Context: an optimization exercise on an open-source flow, tuned for small area, a short achievable clock period and few clock cycles. The choices shown serve that exercise and are no tape-out recipe.
The RTL was checked by simulation tests, not by an equivalence proof against the original design.
No activity file was given, so power comes from the tool's default toggle rates.

File: flow/config.mk
export PLATFORM = sky130hd
export DESIGN_NAME = ap_top
export DESIGN_NICKNAME = ap_top
export VERILOG_FILES = /design/flow/design.v
export SDC_FILE = /design/flow/constraint.sdc
export NUM_CORES = 4
export LEC_CHECK = 0
export ABC_AREA = 1
export CAP_MARGIN = 20
export CORE_MARGIN = 2
export CORE_UTILIZATION = 40
export SETUP_SLACK_MARGIN = 2.6
export SLEW_MARGIN = 60
File: flow/constraint.sdc
create_clock -name core_clock -period 5.0 [get_ports {clock}]
set_input_delay 1.0000 -clock core_clock [delete_from_list [all_inputs] [get_ports {clock}]]
set_output_delay 1.0000 -clock core_clock [all_outputs]
set_load 0.01 [all_outputs]
File: flow/design.v
package ap_cam_pkg;
  typedef enum logic [1:0] {
    COL_A = 2'd0,
    COL_B = 2'd1,
    COL_C = 2'd2
  } column_e;
  typedef struct packed {
    logic                     write;
    column_e                  col;
    logic [4-1:0]  row;
    logic [8-1:0] data;
  } host_req_t;
  typedef struct packed {
    logic                     en;
    logic [4-1:0]  row;
    logic [8-1:0] data;
  } host_wr_t;
  typedef struct packed {
    logic [9-1:0] key;
    logic [9-1:0] mask;
  } search_t;
  typedef struct packed {
    logic                    en;
    logic [9-1:0] data;
    logic [9-1:0] mask;
  } par_wr_t;
endpackage
package ap_op_pkg;
  typedef enum logic [2:0] {
    OP_OR  = 3'd0,
    OP_XOR = 3'd1,
    OP_AND = 3'd2,
    OP_NOT = 3'd3,
    OP_ADD = 3'd4
  } op_e;
  typedef struct packed {
    logic       key_a;
    logic       key_b;
    logic       val_c;
    logic [1:0] unused;
  } pass_logic_t;
  typedef struct packed {
    logic key_a;
    logic key_b;
    logic key_carry;
    logic val_sum;
    logic val_carry;
  } pass_arith_t;
  typedef union packed {
    pass_logic_t lgc;
    pass_arith_t arith;
  } pass_entry_u;
endpackage
`timescale 1ns/1ps
module ap_top
(
  input  logic                     clock,
  input  logic                     rst,
  input  logic                     req_write,
  input  logic [1:0]               req_col,
  input  logic [4-1:0]  req_row,
  input  logic [8-1:0] req_data,
  input  logic                     req_valid,
  output logic                     req_ready,
  output logic [9-1:0]  rsp_data,
  output logic                     rsp_valid,
  input  logic [2:0]               op,
  input  logic                     op_valid,
  output logic                     op_ready,
  output logic                     op_done
);
  localparam int ROWS = 16;
  localparam int W    = 8;
  localparam int CW   = 9;
  logic [W-1:0]  mem_a [ROWS];
  logic [W-1:0]  mem_b [ROWS];
  logic [CW-1:0] mem_c [ROWS];
  logic [ROWS-1:0] lazy;           
  logic [3:0] tt_q;
  logic       add_q;
  logic in_op;
  logic idle;
  logic                    wq_v;
  logic                    wq_mat;
  logic [1:0]              wq_col;
  logic [4-1:0] wq_row;
  logic [W-1:0]            wq_data;
  logic [CW-1:0] rsp_q;
  logic accept, wr, rd, op_acc;
  logic wq_a, wq_b, wq_c;
  logic hit, mat_hit;
  logic [W-1:0]  a_r;
  logic [W-1:0]  b_r;
  logic [CW-1:0] c_r;
  logic          lz_r;
  logic          use_alu;
  logic [CW-1:0] alu;
  logic [CW-1:0] other;
  logic [CW-1:0] rsp_d;
  logic [CW-1:0] wd_c;
  logic [3:0]    tt_d;
  assign req_ready = idle;
  assign op_ready  = idle && !req_valid;
  assign op_done   = in_op;
  assign rsp_data  = rsp_q;
  assign accept = req_valid && idle;
  assign wr     = accept && req_write && !rst;
  assign rd     = accept && !req_write;
  assign op_acc = op_valid && idle && !req_valid && !rst;
  logic [3:0]    lo_sel;
  logic [3:0]    hi_sel;
  logic [W-1:0]  ga [4];
  logic [W-1:0]  gb [4];
  logic [CW-1:0] gc [4];
  logic [3:0]    gl;
  assign lo_sel = 4'(1) << req_row[1:0];
  assign hi_sel = 4'(1) << req_row[3:2];
  always_comb begin
    a_r  = '0;
    b_r  = '0;
    c_r  = '0;
    lz_r = 1'b0;
    for (int g = 0; g < 4; g++) begin
      ga[g] = '0;
      gb[g] = '0;
      gc[g] = '0;
      gl[g] = 1'b0;
      for (int j = 0; j < 4; j++) begin
        ga[g] = ga[g] | ({W{lo_sel[j]}}  & mem_a[4*g+j]);
        gb[g] = gb[g] | ({W{lo_sel[j]}}  & mem_b[4*g+j]);
        gc[g] = gc[g] | ({CW{lo_sel[j]}} & mem_c[4*g+j]);
        gl[g] = gl[g] | (lo_sel[j] & lazy[4*g+j]);
      end
      a_r  = a_r  | ({W{hi_sel[g]}}  & ga[g]);
      b_r  = b_r  | ({W{hi_sel[g]}}  & gb[g]);
      c_r  = c_r  | ({CW{hi_sel[g]}} & gc[g]);
      lz_r = lz_r | (hi_sel[g] & gl[g]);
    end
  end
  logic [W-1:0] g0, p0, g1, p1, g2, p2, g3;
  logic [W:0]   cy;
  always_comb begin
    g0 = a_r & b_r;
    p0 = a_r | b_r;
    for (int i = 0; i < W; i++) begin
      g1[i] = (i >= 1) ? (g0[i] | (p0[i] & g0[i-1])) : g0[i];
      p1[i] = (i >= 1) ? (p0[i] & p0[i-1]) : p0[i];
    end
    for (int i = 0; i < W; i++) begin
      g2[i] = (i >= 2) ? (g1[i] | (p1[i] & g1[i-2])) : g1[i];
      p2[i] = (i >= 2) ? (p1[i] & p1[i-2]) : p1[i];
    end
    for (int i = 0; i < W; i++) begin
      g3[i] = (i >= 4) ? (g2[i] | (p2[i] & g2[i-4])) : g2[i];
    end
    cy = {g3, 1'b0};
    for (int i = 0; i < W; i++) begin
      alu[i] = tt_q[{a_r[i], b_r[i]}] ^ (add_q & cy[i]);
    end
    alu[W] = add_q & cy[W];
  end
  always_comb begin
    case (op)
      3'd0:    tt_d = 4'b1110;
      3'd1:    tt_d = 4'b0110;
      3'd2:    tt_d = 4'b1000;
      3'd3:    tt_d = 4'b0011;
      3'd4:    tt_d = 4'b0110;
      default: tt_d = 4'b0000;
    endcase
  end
  assign hit     = wq_v && (wq_row == req_row);
  assign mat_hit = wq_mat && (wq_row == req_row);
  assign use_alu = (lz_r || mat_hit) && (req_write || req_col[1]);
  always_comb begin
    if (req_col == 2'd0)                 other = (hit && (wq_col == 2'd0)) ? CW'(wq_data) : CW'(a_r);
    else if (req_col == 2'd1)            other = (hit && (wq_col == 2'd1)) ? CW'(wq_data) : CW'(b_r);
    else if (hit && (wq_col == 2'd2))    other = CW'(wq_data);
    else                                 other = c_r;
  end
  assign rsp_d = use_alu ? alu : other;
  always_ff @(posedge clock) begin
    if (rst) begin
      in_op     <= 1'b0;
      idle      <= 1'b1;
      rsp_valid <= 1'b0;
    end else begin
      in_op     <= op_acc;
      idle      <= !op_acc;
      rsp_valid <= rd;
    end
  end
  always_ff @(posedge clock) begin
    if (op_acc) begin
      tt_q  <= tt_d;
      add_q <= (op == 3'd4);
    end
  end
  always_ff @(posedge clock) begin
    wq_v    <= wr;
    wq_mat  <= wr && !req_col[1] && lz_r;
    wq_col  <= req_col;
    wq_row  <= req_row;
    wq_data <= req_data;
    rsp_q   <= rsp_d;
  end
  assign wq_a = wq_v && (wq_col == 2'd0);
  assign wq_b = wq_v && (wq_col == 2'd1);
  assign wq_c = wq_v && (wq_col == 2'd2);
  assign wd_c = wq_mat ? rsp_q : CW'(wq_data);
  for (genvar r = 0; r < ROWS; r++) begin : g_row
    always_ff @(posedge clock) begin
      if (wq_a && (wq_row == r)) mem_a[r] <= wq_data;
      if (wq_b && (wq_row == r)) mem_b[r] <= wq_data;
      if ((wq_c || wq_mat) && (wq_row == r)) mem_c[r] <= wd_c;
    end
    always_ff @(posedge clock) begin
      if (op_acc) begin
        lazy[r] <= 1'b1;
      end else if (wr && (req_row == r) && (req_col != 2'd3)) begin
        lazy[r] <= 1'b0;
      end
    end
  end
endmodule
File: flow/flow/run.sh
#!/bin/bash
# The standard layout (standard.sh) with these settings changed:
# - ports are buffered with buf_2 rather than the delay-cell buffer that
#   buffer_ports picks by default (every port still gets its buffer);
# - gate sizing may change a cell's footprint (the platform holds it to the
#   same footprint by default), so timing repair can upsize weak drivers;
# - clock tree synthesis adds no dummy loads and clusters up to 24 sinks
#   within 80 um under each leaf buffer (ORFS's defaults otherwise).
# All of make's output goes to standard.log; ORFS's own logs stay in orfs/logs.
set -o pipefail
bash standard.sh MATCH_CELL_FOOTPRINT=0 \
  "BUFFER_PORTS_ARGS=-buffer_cell sky130_fd_sc_hd__buf_2" \
  "CTS_ARGS=-sink_clustering_enable -repair_clock_nets -dont_use_dummy_load -sink_clustering_size 24 -sink_clustering_max_diameter 80" \
  finish > standard.log 2>&1
File: flow/standard.sh
#!/bin/bash
# synth_recipe.tcl (not shown) runs the flow's synth.tcl, then flattens the netlist and writes it again
# the make line also repeats each setting of config.mk as NAME=value (left out here)
make -C /OpenROAD-flow-scripts/flow DESIGN_CONFIG=/design/flow/config.mk WORK_HOME=/design/flow/orfs CLKGATE_MAP_FILE= SYNTH_SCRIPT=/design/flow/synth_recipe.tcl "${@:-finish}"
==> run notes, run 1 <==
post-synth net total=1,680; Pleak=7.941 nW; CORE AREA=0.04548 mm2; crit path launch type=input pin; routed wire length=54,520 um; crit path capture type=register; wire per inst=23.23 um; HP Start=lazy[4]; depth of the CTS H-tree=1; Setup WS pre-CTS=1.107 ns; Top-Level Pins=35; RSZ-0062 raised after global routing=true; placed cell areas=0.01968 mm2; Synth Flop Type=edfxtp_1; non-filler cells, final=2,347; async set-reset flop share out of synthesis=0%; Post-CTS Hold Buffers=0; starting density of the core=40.60%; outcome=timing/DRC/antenna clean; post-synth cell types=33; Vias=13,154; Power Density=323.9 mW/mm2; relative slew slack=59.86%; CTS Root Cell=clkbuf_16; largest net degree at the start of global routing=47; vias in the first global route=12,138; first-pass GRT wire length=78,150 um; remaining global-route overflow=0; CP max stage cell=a22o_1; Setup WS post-layout=2.623 ns; final hold violation count=0; mapped cell area=0.01846 mm2; most frequent CP cell=nand2_2; crit-path cells=buf_16 > nor2_4 > buf_12 > clkbuf_16 > a22o_1 > o21ai_2 > nand2_2 > nor3_4 > nand2_2 > o21ai_4 > buf_4 > nand2_1 > o21ai_1; Via density=5.605; sequential-to-total area share from yosys stat=70.64%; Seq cells post-synth=449; Worst Path Buf+Inv=4; DRT Pass-1 Iters=7; Worst Path Required=5.47 ns; CTS clk-pin slew, worst paths=0.08 ns; clock tree from TritonCTS=yes; HPWL after detailed placement=32,970 um; share of cells above drive strength 1=17.34%; most frequent cell after synthesis=nand2_1; warnings from Yosys=7; Crit. Startpoint=req_row[0]; remaining antenna violation count=0; Max Freq=420.6 MHz; Max-Cap Viols=0; smallest hold slack=0.4581 ns; CP max stage delay=0.25 ns; Worst Skew=0.04361 ns; worst-path maximum fanout=7; Sinks on Clock Net=449; Residual DRC=0; IO Port Bufs=34; r2r startpoint=wq_v; EDFF count, synth=405; ANT cells=0; Die Y=218.9 um; Worst-Skew Late Latency=0.59 ns; Commonest cells post-synth=516 x nand2_1, 405 x edfxtp_1, 153 x nand3_1; crit path kind=input pin to register; initial antenna violation count=0; Die Area=0.04790 mm2; Worst Max-Slew Pin Slew=0.6013 ns; RePlAce Congestion=0.9133; violation count after the first detailed-route iteration=1,637; Synth top area share=65.87%; setup violators final=0; Slew Limit Fails=0; setup TNS=0 ns; delay-heaviest family, CP=compound AO/OA/AOI/OAI gates; top cell type by total area after synthesis=edfxtp_1; fill count=4,114; Die W=218.9 um; Area growth, synth to finish=17.67%; Avg Inst Size Synth=11.14 um2; crit path DAT=2.85 ns; top cells by area, synth=edfxtp_1 66%, nand2_1 10%, dfxtp_1 4.8%; CTS buffer count=27; minimum clock period=2.377 ns; clock tree buffer depth=3; Final period util=47.55%; DP Cell Count=2,250; Synth Instances=1,658; Total Nets Final=1,771; Peak supply drop=226.8 uV; HP Class=register to register; row count=78; GRT Util Overall=22.10%; Final Cell Area=0.02173 mm2
[worst register-to-register path, stage by stage, from the launching register on]
cell and delay (ns):
dfxtp_1 0.46, inv_1 0.07, nor3_1 0.27, nor2_2 0.16
inv_1 0.31, nand2_1 0.14, inv_1 0.40
[registers in the layout, indices dropped and copies added (netlist names)]
register,cells
add_q,1
idle,1
in_op,1
lazy,16
mem_a,128
mem_b,128
mem_c,144
rsp_q,9
rsp_valid,1
tt_q,4
wq_col,2
wq_data,8
wq_mat,1
wq_row,4
wq_v,1
[layout make-up]
class	instances	area (um2)	area share, %
flip-flops and latches	449	13050	60.06
multi-input cells	1041	5399	24.85
repair buffers	138	1485	6.836
well taps	600	750.7	3.455
clock buffers	27	675.6	3.110
inverters	92	367.9	1.693
[timing repair]
item / in CTS / in global routing
setup endpoints to repair: 10 / 9
pin swaps: 10 / 37
setup buffers: 24 / 31
resized for setup: 64 / 86
gates cloned: 8 / 7
[routing by layer]
metal | vias to the layer above | GRT usage, % | share of wire (%)
li1 | 5971 | - | -
met1 | 6513 | 32.29 | 44
met2 | 577 | 33.70 | 45
met3 | 93 | 4.394 | 8.8
met4 | 0 | 5.901 | 2.8
met5 | - | 0 | 0
[layout by cell type (no fill, tap or decap), types with 3 or more instances in the layout]
| cell | n |
|---|---|
| buf_12 | 14 |
| a22o_1 | 30 |
| nor2_4 | 42 |
| nor3_2 | 6 |
| edfxtp_1 | 405 |
| nand3_1 | 147 |
| nor2_1 | 42 |
| nand4_1 | 34 |
| nor3_1 | 4 |
| nor2_2 | 20 |
| o21ai_4 | 5 |
| a41oi_2 | 3 |
| o21ai_2 | 11 |
| o21ai_0 | 60 |
| inv_1 | 82 |
| nand3_2 | 4 |
| o41ai_1 | 3 |
| o21ai_1 | 41 |
| buf_16 | 3 |
| clkbuf_16 | 40 |
| a21oi_1 | 42 |
| buf_8 | 6 |
| inv_2 | 3 |
| xor2_1 | 4 |
| inv_4 | 3 |
| nand2_4 | 4 |
| nand2_2 | 22 |
| buf_2 | 34 |
| buf_4 | 60 |
| buf_6 | 7 |
| dfxtp_1 | 39 |
| a41oi_1 | 7 |
| o211ai_1 | 7 |
| dfxtp_2 | 5 |
| nand2_1 | 490 |
[final timing paths]
check	to	slack, ns	cells past startpoint
setup / recovery	rsp_q[0]	2.62	13
hold / removal	lazy[4]	0.46	2
setup reg to reg	mem_c[10][6]	2.85	6
hold reg to reg	lazy[4]	0.46	2
[where the power goes]
part | internal, mW | switching (mW) | total (mW)
Clock | 0.955 | 1.16 | 2.12
Combinational | 0.263 | 0.495 | 0.758
Sequential | 4.12 | 0.0406 | 4.16
[stage by stage]
stage	power (mW)	utilization, %
after CTS	6.976	46.09
after global routing	7.252	47.77
after detailed placement	4.836	43.27
final	7.038	47.77
after global placement	4.815	42.58
after floorplan	4.597	-
[cell families after synthesis]
kind of cell           synth area share, %
AND/OR/NAND/NOR                      18.43
flip-flops                           70.64
AO/OA/AOI/OAI                        6.912
buffers and inverters                3.829
XOR/XNOR                            0.1897
Testbench counts, summed over its fixed seeds: cycles 2,696.
==> run 2: changes to the inputs <==
--- a/flow/config.mk
+++ b/flow/config.mk
@@ -8,6 +8,6 @@
 export ABC_AREA = 1
 export CAP_MARGIN = 20
 export CORE_MARGIN = 2
-export CORE_UTILIZATION = 40
+export CORE_UTILIZATION = 45
 export SETUP_SLACK_MARGIN = 2.6
 export SLEW_MARGIN = 60
==> run notes, run 2 <==
outcome=timing/DRC/antenna clean; HPWL after detailed placement=33,280 um (+0.92%); number of flip-flops in the largest register=144 (unchanged); Worst Max-Slew Pin Slew=0.5993 ns (-0.002076 ns); Total Nets Final=1,764 (-0.40%); violation count after the first detailed-route iteration=1,420 (-13%); commonest non-fill, non-tap cell in the layout=nand2_1; CTS buffer count=24 (-11%); Synth Flop Type=edfxtp_1; leading registers by flop count=mem_c x144, mem_a x128, mem_b x128; Total Power=6.960 mW (-1.1%); first-pass GRT wire length=80,370 um (+2.8%); EDFF count, synth=405 (unchanged); CP max stage delay=0.32 ns (+0.07 ns); top cell type by total area after synthesis=edfxtp_1; Synth top area share=65.87% (unchanged); sequential-to-total area share from yosys stat=70.64% (unchanged); proportion of power drawn by combinational gates=11.3% (+0.5 points); CP max stage cell=nor2_4; Clk network pwr share=28.9% (-1.2 points); mapped cell area=0.01846 mm2 (unchanged); CORE AREA=0.04065 mm2 (-11%); Power Density=321.0 mW/mm2 (-0.90%); Setup WS pre-CTS=0.8554 ns (-0.2517 ns); Worst Path Buf+Inv=5 (+1); Top-Level Pins=35 (unchanged); HP Class=register to register; R2R Path End=mem_c[2][0]; r2r startpoint=wq_v; ANT cells=0 (unchanged); Avg Inst Size Synth=11.14 um2 (unchanged); Commonest cells post-synth=516 x nand2_1, 405 x edfxtp_1, 153 x nand3_1; Via density=5.730 (+2.2%); Pleak=7.886 nW (-0.68%); RePlAce Congestion=0.9088 (-0.49%); Pint=5.251 mW (-1.7%); clock tree from TritonCTS=yes; Worst Path Required=5.45 ns (-0.02 ns); crit path launch type=input pin; Seq cells post-synth=449 (unchanged); Psw=1.709 mW (+0.65%); Flop pwr share=59.7% (+0.6 points); most frequent CP cell=nand2_1; relative slew slack=60.01% (+0.15 points); Max Freq=392.1 MHz (-6.8%); async set-reset flop share out of synthesis=0% (unchanged); Synth Instances=1,658 (unchanged); Area growth, synth to finish=17.44%; Die W=206.6 um (-5.6%); routed wire length=54,710 um (+0.35%); Largest Register=mem_c; warnings from Yosys=7 (unchanged); switching part of the total=24.55% (+0.43 points); delay-heaviest family, CP=simple AND/OR/NAND/NOR gates; setup violators final=0 (unchanged); top cells by area, synth=edfxtp_1 66%, nand2_1 10%, dfxtp_1 4.8%; Residual DRC=0 (unchanged); Slew Limit Fails=0 (unchanged); setup TNS=0 ns (unchanged); fill count=3,485 (-15%); met2 Use GR=41.69% (+8.0 points); Worst-Skew Late Latency=0.57 ns (-0.02 ns); GRT Util Overall=25.83% (+3.7 points); crit path kind=input pin to register; IO Port Bufs=34 (unchanged); share of cells above drive strength 1=19.66% (+2.3 points); RSZ-0062 raised after global routing=true; post-synth cell types=33 (unchanged); crit-path cells=buf_16 > buf_16 > inv_2 > buf_8 > nand3_1 > nand2_1 > o21ai_2 > nand2_2 > nor2_4 > inv_2 > nand2_4 > nand2_1 > nand2_1 > nand3_2 > nand2_1 > nand3_1 > nand2_1 > nand2_1; remaining antenna violation count=0 (unchanged); Reg area=0.01305 mm2 (about the same); Worst Skew=0.03028 ns (-0.01333 ns); row count=74 (-5.1%); crit path capture type=register; CTS clk-pin slew, worst paths=0.10 ns (+0.02 ns); length in cells of the worst reg-to-reg path=6 (unchanged); Worst setup endpoint=rsp_q[8]; Max-Cap Viols=0 (unchanged); vias in the first global route=12,238 (+0.82%); minimum clock period=2.551 ns (+0.1731 ns); largest net degree at the start of global routing=36 (-23%); clock tree buffer depth=3 (unchanged); Setup WS post-layout=2.450 ns (-0.1731 ns); Die Area=0.04267 mm2 (-11%); commonest cells after routing, fill and taps aside=466 x nand2_1, 405 x edfxtp_1, 147 x nand3_1, 75 x inv_1, 67 x o21ai_0; reg2reg setup slack=2.83 ns (-0.02 ns); grt peak-use layer=met2; area of the multi-input gates=0.005484 mm2 (+1.6%); crit path DAT=3.00 ns (+0.15 ns); wire per inst=24.08 um (+3.7%); most frequent cell after synthesis=nand2_1; Sinks on Clock Net=449 (unchanged); Final period util=51.01% (+3.5 points); initial antenna violation count=0 (unchanged); starting density of the core=45.43% (+4.8 points); worst-path maximum fanout=29 (+22); Peak supply drop=219.7 uV (-3.1%); Crit. Startpoint=req_row[1]; depth of the CTS H-tree=1 (unchanged); Vias=13,019 (-1.0%); DRT Pass-1 Iters=7 (unchanged); GR met3 Demand/Resource=3.155% (-1.2 points); CTS Root Cell=clkbuf_16; final hold violation count=0 (unchanged); remaining global-route overflow=0 (unchanged); CP Depth=18 (+5); post-synth net total=1,680 (unchanged); met1 Use GR=36.69% (+4.4 points); Die Y=206.6 um (-5.6%)
run 2: cell counts after synthesis:
Identical to the previous run, type by type.
run 2: metal layers:
metal | up-vias | wire (um) | share of wire [%]
met3 | 103 | 3987 | 7.3
met2 | 530 | 25570 | 47
li1 | 5958 | - | -
met1 | 6428 | 23280 | 43
met5 | - | 0 | 0
met4 | 0 | 1870 | 3.4
run 2: power by group through the flow:
| stage | Combinational, mW | Clock (mW) | Sequential, mW |
|---|---|---|---|
| detailed placement | 0.605 | 0 | 4.24 |
| floorplan | 0.349 | 0 | 4.25 |
| global route | 0.848 | 2.15 | 4.16 |
| finish | 0.790 | 2.01 | 4.16 |
| CTS | 0.733 | 2.02 | 4.16 |
| global placement | 0.586 | 0 | 4.24 |
run 2: what timing repair did:
item | CTS | global route
pin swaps | 40 | 59
setup endpoints to repair | 10 | 10
hold buffers | 0 | 0
gates cloned | 13 | 2
gates resized for setup | 129 | 75
buffers inserted | 32 | 9
run 2: metrics by stage:
stage	hold WS, ns	cell area [um2]	cells	utilization (%)
after floorplan	0.4246	18640	1658	-
after global placement	0.4397	19360	2185	47.62
after detailed placement	0.4449	19670	2191	48.40
after CTS	0.4583	21300	2260	52.40
after global routing	0.4757	21680	2272	53.35
final	0.4645	21680	2272	53.35
run 2: cell families (layout without fill, tap and decap cells):
| logic type | Yosys count | in the layout | share of synthesized area [%] |
|---|---|---|---|
| simple gates | 821 | 821 | 18.43 |
| flops | 449 | 449 | 70.64 |
| compound gates | 215 | 215 | 6.912 |
| buf+inv | 169 | 251 | 3.829 |
| xor+xnor | 4 | 4 | 0.1897 |
run 2: worst min-delay path by stage:
stage               startpoint  endpoint  slack, ns  cells past startpoint
floorplan              lazy[5]   lazy[5]       0.42                      2
global placement       lazy[5]   lazy[5]       0.44                      2
detailed placement     lazy[4]   lazy[4]       0.44                      2
CTS                    lazy[4]   lazy[4]       0.46                      2
global route          lazy[15]  lazy[15]       0.48                      2
finish                 lazy[5]   lazy[5]       0.46                      2
run 2: cell type report:
cell class                      count  area share [%]
Timing Repair Buffer              135           6.971
Tap cell                          532           3.070
Sequential cell                   449           60.17
Clock buffer                       24           2.770
Inverter                           92           1.725
Multi-Input combinational cell   1040           25.29
run 2: worst min-delay path: stages, from the launching register on:
cell     delay, ns
dfxtp_1       0.32
o41ai_1       0.06
nand2_1       0.05
==> run 3: changes to the inputs <==
--- a/flow/config.mk
+++ b/flow/config.mk
@@ -8,6 +8,6 @@
 export ABC_AREA = 1
 export CAP_MARGIN = 20
 export CORE_MARGIN = 2
-export CORE_UTILIZATION = 45
-export SETUP_SLACK_MARGIN = 2.6
+export CORE_UTILIZATION = 40
+export SETUP_SLACK_MARGIN = 2.55
 export SLEW_MARGIN = 60
==> run notes, run 3 <==
Synth Flop Type=edfxtp_1; met1 Use GR=30.59% (-6.1 points); depth of the CTS H-tree=1 (unchanged); initial antenna violation count=1 (+1); Worst Path Required=5.45 ns (about the same); wire per inst=22.46 um (-6.7%); Pleak=7.757 nW (-1.6%); Setup WS pre-CTS=0.9738 ns (+0.1184 ns); top cells by area, synth=edfxtp_1 66%, nand2_1 10%, dfxtp_1 4.8%; post-synth net total=1,680 (unchanged); Synth top area share=65.87% (unchanged); Avg Inst Size Synth=11.14 um2 (unchanged); Via density=5.508 (-3.9%); length in cells of the worst reg-to-reg path=4 (-2); GRT Util Overall=21.47% (-4.4 points); ANT cells=0 (unchanged); Worst Skew=0.04221 ns (+0.01194 ns); RePlAce Congestion=0.8609 (-5.3%); remaining antenna violation count=0 (unchanged); routed wire length=52,330 um (-4.3%); met2 Use GR=33.79% (-7.9 points); largest net degree at the start of global routing=61 (+69%); crit path capture type=register; CP max stage delay=0.25 ns (-0.07 ns); Worst Max-Slew Pin Slew=0.5615 ns (-0.03778 ns); Final period util=49.45% (-1.6 points); worst hold path cell count=2 (unchanged); mapped cell area=0.01846 mm2 (unchanged); final hold violation count=0 (unchanged); CTS buffer count=26 (+8.3%); GR met3 Demand/Resource=3.562% (+0.41 points); HPWL after detailed placement=32,590 um (-2.1%); commonest non-fill, non-tap cell in the layout=nand2_1; Vias=12,833 (-1.4%); R2R Path End=mem_c[9][7]; clock tree from TritonCTS=yes; CTS clk-pin slew, worst paths=0.08 ns (-0.02 ns); Die Y=218.9 um (+5.9%); Die W=218.9 um (+5.9%); IO Port Bufs=34 (unchanged); Seq cells post-synth=449 (unchanged); async set-reset flop share out of synthesis=0% (unchanged); outcome=timing/DRC/antenna clean; most frequent CP cell=nand2_1; crit path DAT=2.92 ns (-0.08 ns); setup TNS=0 ns (unchanged); crit path launch type=input pin; leading registers by flop count=mem_c x144, mem_a x128, mem_b x128; Area growth, synth to finish=15.63%; relative slew slack=62.34% (+2.3 points); Max-Cap Viols=0 (unchanged); Top-Level Pins=35 (unchanged); number of flip-flops in the largest register=144 (unchanged); minimum clock period=2.472 ns (-0.07817 ns); Synth Instances=1,658 (unchanged); reg2reg setup slack=2.80 ns (-0.03 ns); sequential-to-total area share from yosys stat=70.64% (unchanged); vias in the first global route=12,019 (-1.8%); share of cells above drive strength 1=16.65% (-3.0 points); setup violators final=0 (unchanged); Sinks on Clock Net=449 (unchanged); Residual DRC=0 (unchanged); warnings from Yosys=7 (unchanged); CP max stage cell=nor2_4; CORE AREA=0.04548 mm2 (+12%); first-pass GRT wire length=75,690 um (-5.8%); crit-path cells=buf_16 > clkinv_16 > nor2_4 > buf_12 > buf_12 > clkbuf_16 > nand2_1 > nand2_1 > o21ai_1 > nand2_1 > nor2_4 > inv_1 > nand2_2 > nand2_1 > nand2_1 > nand2_1 > clkinv_1 > nand3_1 > nand3_1 > nand2_1; Commonest cells post-synth=516 x nand2_1, 405 x edfxtp_1, 153 x nand3_1; top cell type by total area after synthesis=edfxtp_1; commonest cells after routing, fill and taps aside=487 x nand2_1, 405 x edfxtp_1, 149 x nand3_1, 78 x inv_1, 74 x o21ai_0; most frequent cell after synthesis=nand2_1; grt peak-use layer=met2; HP Class=register to register; Hold Path Sink=lazy[4]; Largest Register=mem_c; worst-path maximum fanout=8 (-72%); clock tree buffer depth=3 (unchanged); post-synth cell types=33 (unchanged); violation count after the first detailed-route iteration=1,407 (-0.92%); starting density of the core=40.60% (-4.8 points); Max Freq=404.5 MHz (+3.2%); Die Area=0.04790 mm2 (+12%); r2r startpoint=wq_mat; Worst-Skew Late Latency=0.58 ns (about the same); row count=78 (+5.4%); DRT Pass-1 Iters=5 (-2); RSZ-0062 raised after global routing=true; crit path kind=input pin to register; Power Density=325.0 mW/mm2 (+1.3%); Peak supply drop=208.7 uV (-5.0%); remaining global-route overflow=0 (unchanged); HP Start=lazy[4]; Post-CTS Hold Buffers=0 (unchanged); CTS Root Cell=clkbuf_16; EDFF count, synth=405 (unchanged); Setup WS post-layout=2.528 ns (+0.07817 ns); Slew Limit Fails=0 (unchanged); Total Nets Final=1,754 (-0.57%)
## run 3: cell count changes in the layout (fill, tap and decap cells not counted), sizes merged
| cell | previous run | this run |
|---|---|---|
| buf | 119 | 116 |
| clkbuf | 40 | 32 |
| inv | 90 | 88 |
| clkinv | 1 | 5 |
| clkinvlp | 1 | 0 |
## run 3: where the power goes
group | switching [mW] | internal, mW
Sequential | 0.0290 | 4.12
Combinational | 0.486 | 0.240
Clock | 1.14 | 0.922
## run 3: cells by family after synthesis
| family | synth area share (%) |
|---|---|
| simple gates | 18.43 |
| flops | 70.64 |
| compound gates | 6.912 |
| buf+inv | 3.829 |
| xor+xnor | 0.1897 |
## run 3: area by class of cell
class	count	area [um2]
clock buffers	26	650.6
repair inverters	1	11.26
multi-input cells	1040	5325
repair buffers	122	1181
well taps	600	750.7
inverters	92	386.6
fillers	4097	24130
flip-flops and latches	449	13050
## run 3: timing repair
action | 4_1_cts | 5_1_grt
pin swaps | 12 | 35
cloned | 4 | 4
setup endpoints to repair | 10 | 9
resized for setup | 79 | 77
setup buffers | 17 | 28
## run 3: worst max-delay path, delay by kind of cell
kind | cells | cell delay (ns)
buffers and inverters | 7 | 0.79
and+or+nand+nor | 12 | 0.96
AOI/OAI and AO/OA | 1 | 0.13
## run 3: per-layer routing
layer  vias to the layer above  part of all wire [%]
met5                         -                     0
met4                         0                   2.6
met3                        71                   7.4
met2                       504                    46
met1                      6334                    44
li1                       5924                     -
## run 3: worst max path at each step
stage	from	to	slack, ns	depth (start not counted)
after detailed placement	req_row[1]	rsp_q[8]	0.97	18
after global placement	req_row[1]	rsp_q[4]	1.06	11
after floorplan	req_row[1]	rsp_q[8]	2.51	16
after global routing	req_row[0]	rsp_q[8]	2.42	20
after CTS	req_row[0]	rsp_q[8]	2.54	19
final	req_row[0]	rsp_q[7]	2.53	20
## run 3: per-stage QoR
| step | util, % | std cells | hold slack [ns] | area [um2] | total power, mW |
|---|---|---|---|---|---|
| 2_1_floorplan | - | 1658 | 0.4246 | 18510 | 4.582 |
| 3_3_place_gp | 42.50 | 2245 | 0.4356 | 19330 | 4.809 |
| 3_5_place_dp | 43.19 | 2251 | 0.4414 | 19640 | 4.829 |
| 4_1_cts | 45.71 | 2298 | 0.4514 | 20790 | 6.893 |
| 5_1_grt | 46.95 | 2330 | 0.4746 | 21350 | 7.154 |
| 6_report | 46.95 | 2330 | 0.4515 | 21350 | 6.940 |
==> run 4: changes to the inputs <==
--- a/flow/config.mk
+++ b/flow/config.mk
@@ -9,5 +9,5 @@
 export CAP_MARGIN = 20
 export CORE_MARGIN = 2
 export CORE_UTILIZATION = 40
-export SETUP_SLACK_MARGIN = 2.55
+export SETUP_SLACK_MARGIN = 2.65
 export SLEW_MARGIN = 60
==> run notes, run 4 <==
outcome=timing/DRC/antenna clean; Die Y=218.9 um (unchanged); relative slew slack=61.40% (-0.94 points); clock tree buffer depth=3 (unchanged); setup violators final=0 (unchanged); HPWL after detailed placement=34,540 um (+6.0%); RSZ-0062 raised after global routing=true; async set-reset flop share out of synthesis=0% (unchanged); Largest Register=mem_c; top cells by area, synth=edfxtp_1 66%, nand2_1 10%, dfxtp_1 4.8%; crit path capture type=register; initial antenna violation count=2 (+1); clock tree from TritonCTS=yes; IO Port Bufs=34 (unchanged); Peak supply drop=249.4 uV (+20%); ANT cells=0 (unchanged); CTS Root Cell=clkbuf_16; Worst Path Required=5.45 ns (about the same); Area growth, synth to finish=16.68%; CP max stage delay=0.26 ns (about the same); mapped cell area=0.01846 mm2 (unchanged); minimum clock period=2.478 ns (+0.005990 ns); warnings from Yosys=7 (unchanged); RePlAce Congestion=0.9022 (+4.8%); crit-path cells=buf_16 > clkinv_16 > nor2_4 > buf_12 > buf_6 > buf_6 > buf_12 > a22o_1 > o21ai_2 > nand2_1 > a221oi_2 > nor2_1 > nand3_1 > nand2_1; Vias=13,085 (+2.0%); final hold violation count=0 (unchanged); Commonest cells post-synth=516 x nand2_1, 405 x edfxtp_1, 153 x nand3_1; remaining global-route overflow=0 (unchanged); HP Class=register to register; CTS clk-pin slew, worst paths=0.09 ns (about the same); Residual DRC=0 (unchanged); top cell type by total area after synthesis=edfxtp_1; violation count after the first detailed-route iteration=1,624 (+15%); Final period util=49.57% (+0.12 points); EDFF count, synth=405 (unchanged); Seq cells post-synth=449 (unchanged); largest net degree at the start of global routing=54 (-11%); Worst Skew=0.05207 ns (+0.009855 ns); CORE AREA=0.04548 mm2 (unchanged); Max Freq=403.5 MHz (-0.24%); non-filler cells, final=2,329 (-0.043%); wire per inst=23.21 um (+3.3%); Synth top area share=65.87% (unchanged); post-synth cell types=33 (unchanged); routed wire length=54,050 um (+3.3%); Sinks on Clock Net=449 (unchanged); post-synth net total=1,680 (unchanged); DRT Pass-1 Iters=5 (unchanged); Synth Instances=1,658 (unchanged); crit path launch type=input pin; Worst Max-Slew Pin Slew=0.5755 ns (+0.01402 ns); Worst-Skew Late Latency=0.57 ns (about the same); Worst Path Buf+Inv=6 (-1); worst-path maximum fanout=18 (+10); delay-heaviest family, CP=buffers and inverters; leading registers by flop count=mem_c x144, mem_a x128, mem_b x128; share of cells above drive strength 1=18.39% (+1.7 points); Top-Level Pins=35 (unchanged); Pleak=7.768 nW (+0.14%); depth of the CTS H-tree=1 (unchanged); commonest non-fill, non-tap cell in the layout=nand2_1; Max-Cap Viols=0 (unchanged); CP max stage cell=a22o_1; vias in the first global route=12,189 (+1.4%); commonest cells after routing, fill and taps aside=472 x nand2_1, 405 x edfxtp_1, 148 x nand3_1, 77 x inv_1, 52 x o21ai_0; Avg Inst Size Synth=11.14 um2 (unchanged); remaining antenna violation count=0 (unchanged); setup TNS=0 ns (unchanged); GRT Util Overall=22.09% (+0.63 points); Die W=218.9 um (unchanged); CTS buffer count=27 (+3.8%); sequential-to-total area share from yosys stat=70.64% (unchanged); row count=78 (unchanged); Total Nets Final=1,753 (-0.057%); crit path kind=input pin to register; Via density=5.618 (+2.0%); DP Cell Count=2,250 (-0.044%); crit path DAT=2.93 ns (about the same); Slew Limit Fails=0 (unchanged); number of flip-flops in the largest register=144 (unchanged); Power Density=325.9 mW/mm2 (+0.28%); most frequent cell after synthesis=nand2_1; starting density of the core=40.60% (unchanged); Synth Flop Type=edfxtp_1; Die Area=0.04790 mm2 (unchanged); first-pass GRT wire length=78,540 um (+3.8%)
[run 4: final cells by class]
type / instances / area, um2
Clock buffer: 27 / 675.6
Fill cell: 4130 / 23940
Inverter: 92 / 394.1
Multi-Input combinational cell: 1041 / 5431
Sequential cell: 449 / 13050
Tap cell: 600 / 750.7
Timing Repair Buffer: 120 / 1244
[run 4: power breakdown]
group	total (mW)	internal (mW)	switching [mW]
Sequential	4.15	4.12	0.0319
Combinational	0.752	0.249	0.503
Clock	2.12	0.955	1.16
[run 4: metrics by stage]
| step | setup slack (ns) | area (um2) | power, mW | hold slack, ns | util [%] |
|---|---|---|---|---|---|
| 6_report | 2.522 | 21540 | 7.022 | 0.4576 | 47.37 |
| 5_1_grt | 2.453 | 21540 | 7.229 | 0.4700 | 47.37 |
| 4_1_cts | 2.642 | 20960 | 6.981 | 0.4582 | 46.10 |
| 3_5_place_dp | 1.126 | 19690 | 4.849 | 0.4478 | 43.30 |
| 3_3_place_gp | 1.169 | 19390 | 4.828 | 0.4361 | 42.64 |
| 2_1_floorplan | 2.584 | 18780 | 4.612 | 0.4246 | - |
[run 4: worst register-to-register path, cell delays in order, from the launching register on]
cell	delay, ns
dfxtp_1	0.41
nor3_1	0.11
nor2_2	0.36
inv_1	0.30
nand2_1	0.13
clkinv_1	0.47
[run 4: cell families after synthesis]
logic type / share of synthesized area (%)
AO/OA/AOI/OAI: 6.912
XOR/XNOR: 0.1897
buffers and inverters: 3.829
flip-flops: 70.64
AND/OR/NAND/NOR: 18.43
[run 4: what timing repair did]
item,CTS,global route
setup endpoints to repair,11,13
resized for setup,109,79
setup buffers,22,21
gates cloned,2,7
pin swaps,30,33
hold buffers,0,0
[run 4: final timing paths]
| check | start | to | slack [ns] | cells past startpoint |
|---|---|---|---|---|
| max | req_row[0] | rsp_q[8] | 2.52 | 14 |
| min | lazy[4] | lazy[4] | 0.46 | 2 |
| max reg2reg | wq_col[0] | mem_c[6][7] | 2.77 | 5 |
| min reg2reg | lazy[4] | lazy[4] | 0.46 | 2 |
[run 4: routing by layer]
| layer | routed length, um | vias to the layer above | GRT usage (%) |
|---|---|---|---|
| met5 | 13 | - | 0 |
| met1 | 23150 | 6478 | 32.43 |
| met4 | 836 | 2 | 4.437 |
| li1 | - | 5928 | - |
| met3 | 4969 | 55 | 3.645 |
| met2 | 25080 | 622 | 34.80 |
==> run 5: changes to the inputs <==
==> flow/flow/run.sh (replaced) <==
#!/bin/bash
# The standard layout (standard.sh) with these settings changed:
# - ports are buffered with buf_4 rather than the delay-cell buffer that
#   buffer_ports picks by default (every port still gets its buffer);
# - gate sizing may change a cell's footprint (the platform holds it to the
#   same footprint by default), so timing repair can upsize weak drivers;
# - clock tree synthesis adds no dummy loads and clusters up to 27 sinks
#   within 90 um under each leaf buffer (ORFS's defaults otherwise).
# All of make's output goes to standard.log; ORFS's own logs stay in orfs/logs.
set -o pipefail
bash standard.sh MATCH_CELL_FOOTPRINT=0 \
  "BUFFER_PORTS_ARGS=-buffer_cell sky130_fd_sc_hd__buf_4" \
  "CTS_ARGS=-sink_clustering_enable -repair_clock_nets -dont_use_dummy_load -sink_clustering_size 27 -sink_clustering_max_diameter 90" \
  finish > standard.log 2>&1
--- a/flow/config.mk
+++ b/flow/config.mk
@@ -9,5 +9,5 @@
 export CAP_MARGIN = 20
 export CORE_MARGIN = 2
 export CORE_UTILIZATION = 40
-export SETUP_SLACK_MARGIN = 2.65
+export SETUP_SLACK_MARGIN = 2.6
 export SLEW_MARGIN = 60
==> run notes, run 5 <==
HP Start=lazy[6]; HPWL after detailed placement=32,640 um (-5.5%); Final period util=48.59% (-0.97 points); relative slew slack=60.95% (-0.44 points); largest net degree at the start of global routing=51 (-5.6%); Setup WS post-layout=2.570 ns (+0.04869 ns); HP Class=register to register; Clk network pwr share=27.5% (-2.6 points); post-synth cell types=33 (unchanged); switching part of the total=24.38% (+0.22 points); Worst Max-Slew Pin Slew=0.5850 ns (+0.009540 ns); GRT Util Overall=21.97% (-0.12 points); Slew Limit Fails=0 (unchanged); RePlAce Congestion=0.8806 (-2.4%); number of flip-flops in the largest register=144 (unchanged); leading registers by flop count=mem_c x144, mem_a x128, mem_b x128; Vias=12,971 (-0.87%); R2R Path End=mem_c[15][3]; fill count=4,117 (-0.31%); Worst-Skew Late Latency=0.58 ns (about the same); crit path kind=input pin to register; top cells by area, synth=edfxtp_1 66%, nand2_1 10%, dfxtp_1 4.8%; Pint=5.173 mW (-2.9%); Max-Cap Viols=0 (unchanged); Commonest cells post-synth=516 x nand2_1, 405 x edfxtp_1, 153 x nand3_1; CP max stage cell=nor2_4; depth of the CTS H-tree=1 (unchanged); share of cells above drive strength 1=19.25% (+0.86 points); delay-heaviest family, CP=simple AND/OR/NAND/NOR gates; commonest cells after routing, fill and taps aside=479 x nand2_1, 405 x edfxtp_1, 147 x nand3_1, 100 x buf_4, 74 x inv_1; first-pass GRT wire length=78,080 um (-0.58%); Largest Register=mem_c; Top-Level Pins=35 (unchanged); Worst Skew=0.06624 ns (+0.01417 ns); most frequent CP cell=nand2_1; Die W=218.9 um (unchanged); post-synth net total=1,680 (unchanged); commonest non-fill, non-tap cell in the layout=nand2_1; setup TNS=0 ns (unchanged); mapped cell area=0.01846 mm2 (unchanged); reg2reg setup slack=2.79 ns (+0.02 ns); crit path DAT=2.88 ns (-0.05 ns); IO Port Bufs=34 (unchanged); Final Core Density=48.18% (+0.81 points); Post-CTS Hold Buffers=0 (unchanged); Worst Path Required=5.46 ns (about the same); Pleak=7.963 nW (+2.5%); Die Area=0.04790 mm2 (unchanged); CORE AREA=0.04548 mm2 (unchanged); CTS buffer count=21 (-22%); starting density of the core=40.60% (unchanged); Synth Instances=1,658 (unchanged); row count=78 (unchanged); routed wire length=54,080 um (about the same); vias in the first global route=12,295 (+0.87%); Total Power=6.841 mW (-2.6%); Hold Path Sink=lazy[6]; non-filler cells, final=2,356 (+1.2%); sequential-to-total area share from yosys stat=70.64% (unchanged); most frequent cell after synthesis=nand2_1; wire per inst=22.95 um (-1.1%); clock tree from TritonCTS=yes; crit path launch type=input pin; setup violators final=0 (unchanged); Power Density=312.3 mW/mm2 (-4.2%); Setup WS pre-CTS=0.7961 ns (-0.3296 ns); Psw=1.668 mW (-1.7%); Sinks on Clock Net=449 (unchanged); CTS Root Cell=clkbuf_16; Flop pwr share=60.7% (+1.6 points); crit path capture type=register; ANT cells=0 (unchanged); async set-reset flop share out of synthesis=0% (unchanged); Total Nets Final=1,780 (+1.5%); worst hold path cell count=2 (unchanged); Synth Flop Type=edfxtp_1; Area growth, synth to finish=18.66%; Worst Path Buf+Inv=5 (-1); violation count after the first detailed-route iteration=1,644 (+1.2%); warnings from Yosys=7 (unchanged); final hold violation count=0 (unchanged); Residual DRC=0 (unchanged); top cell type by total area after synthesis=edfxtp_1; initial antenna violation count=0 (-2); r2r startpoint=wq_mat; EDFF count, synth=405 (unchanged); worst-path maximum fanout=6 (-12); DP Cell Count=2,250 (unchanged); CP max stage delay=0.24 ns (-0.02 ns); clock tree buffer depth=3 (unchanged); Seq cells post-synth=449 (unchanged); Synth top area share=65.87% (unchanged); crit-path cells=buf_16 > nor2_4 > buf_12 > buf_6 > nand2_1 > nand2_1 > o21ai_0 > nand2_1 > nor2_4 > buf_12 > buf_4 > a21oi_4 > nand2_1 > xor2_1 > nand2_1 > nand2_1; Avg Inst Size Synth=11.14 um2 (unchanged); Peak supply drop=226.5 uV (-9.2%); remaining antenna violation count=0 (unchanged); outcome=timing/DRC/antenna clean; remaining global-route overflow=0 (unchanged); Die Y=218.9 um (unchanged); DRT Pass-1 Iters=5 (unchanged); Via density=5.506 (-2.0%); minimum clock period=2.430 ns (-0.04869 ns); proportion of power drawn by combinational gates=11.8% (+1.1 points); CTS clk-pin slew, worst paths=0.09 ns (about the same); Max Freq=411.6 MHz (+2.0%); length in cells of the worst reg-to-reg path=4 (-1); RSZ-0062 raised after global routing=true
run 5: cell counts after synthesis:
Identical to the previous run, type by type.
run 5: how the worst max path moves through the flow:
stage / start / to / slack [ns] / depth (start not counted)
6_report: req_row[0] / rsp_q[3] / 2.57 / 16
5_1_grt: req_row[1] / rsp_q[8] / 2.45 / 17
2_1_floorplan: req_row[1] / rsp_q[8] / 2.56 / 16
3_3_place_gp: req_row[0] / rsp_q[7] / 0.97 / 17
4_1_cts: req_row[0] / rsp_q[8] / 2.60 / 20
3_5_place_dp: req_row[1] / rsp_q[7] / 0.80 / 14
run 5: power by group through the flow:
stage               Clock [mW]  Combinational, mW  Sequential (mW)
finish                    1.88              0.809             4.15
global route              2.01              0.872             4.16
CTS                       1.91              0.709             4.15
detailed placement           0              0.614             4.24
global placement             0              0.596             4.24
floorplan                    0              0.349             4.25
run 5: worst register-to-register path, delay by kind of cell, from the launching register on:
kind	cells	cell delay (ns)
buffers and inverters	2	0.73
flip-flops	1	0.48
AND/OR/NAND/NOR	2	0.59
run 5: per-stage QoR:
step | hold WS [ns] | cell area [um2]
global route | 0.4732 | 21910
finish | 0.4519 | 21910
floorplan | 0.4246 | 18640
CTS | 0.4561 | 21090
global placement | 0.4320 | 19440
detailed placement | 0.4442 | 19750
run 5: cell type report:
type / count / area [um2] / area share (%)
Sequential cell: 449 / 13050 / 59.56
Multi-Input combinational cell: 1041 / 5438 / 24.82
Timing Repair Buffer: 152 / 1720 / 7.852
Tap cell: 600 / 750.7 / 3.426
Clock buffer: 21 / 525.5 / 2.398
Inverter: 92 / 415.4 / 1.896
Timing Repair inverter: 1 / 11.26 / 0.05140
run 5: per-layer routing:
metal | share of wire, % | up-vias | global-route usage, % | wire, um
li1 | - | 5977 | - | -
met2 | 47 | 528 | 35.30 | 25400
met4 | 1.9 | 0 | 4.977 | 1042
met1 | 43 | 6406 | 31.07 | 23130
met3 | 8.3 | 60 | 4.116 | 4503
met5 | 0 | - | 0 | 0
run 5: kinds of logic (layout without fill, tap and decap cells):
logic type             count (synthesis)  count (layout)  synth area share (%)
AND/OR/NAND/NOR                      821             821                 18.43
AO/OA/AOI/OAI                        215             216                 6.912
XOR/XNOR                               4               4                0.1897
flip-flops                           449             449                 70.64
buffers and inverters                169             266                 3.829
run 5: timing repair:
action                                  CTS  global route
gates resized for setup                 101            95
pin swaps                                21            39
endpoints found under the setup margin   16             9
hold endpoints to repair                  0             0
buffers inserted                         29            38
gates cloned                              9             7

re-timing with driven ports:
The flow's constraints put no driver on any port. The routed layouts listed below were extracted and timed again, unchanged, in two steps.
Step 1 (the two cells are an assumption about what drives the block):
set clk [get_ports {clock}]
set_driving_cell -lib_cell sky130_fd_sc_hd__clkbuf_16 $clk
set_driving_cell -lib_cell sky130_fd_sc_hd__buf_2 [delete_from_list [all_inputs] $clk]
Step 2 moves the port delays by t, midway between the first and last clock arrival at a register: inputs arrive t later, outputs are due t later. That takes back most of the time a late clock gives input paths.
Three values: no drivers, after step 1, after step 2; two values: the first two.
run	t, ns	setup WS [ns]	slew at the worst register clock pin (ns)	worst data-port slew with drivers (ns)	cell pins on the clock port's net
run 1	0.629	2.623 / 2.426 / 1.797	0.10 / 0.10	0.28	1
run 2	0.610	2.449 / 2.320 / 1.710	0.10 / 0.10	0.19	1
run 3	0.620	2.528 / 2.460 / 1.840	0.10 / 0.10	0.17	1
run 4	0.613	2.522 / 2.426 / 1.813	0.10 / 0.10	0.19	1
run 5	0.600	2.570 / 2.410 / 1.810	0.11 / 0.11	0.23	1
After both steps setup and hold are still met in every run listed. The setup slack of run 1, which loses most, moves by -0.197 ns with the drivers and by -0.826 ns with both steps.
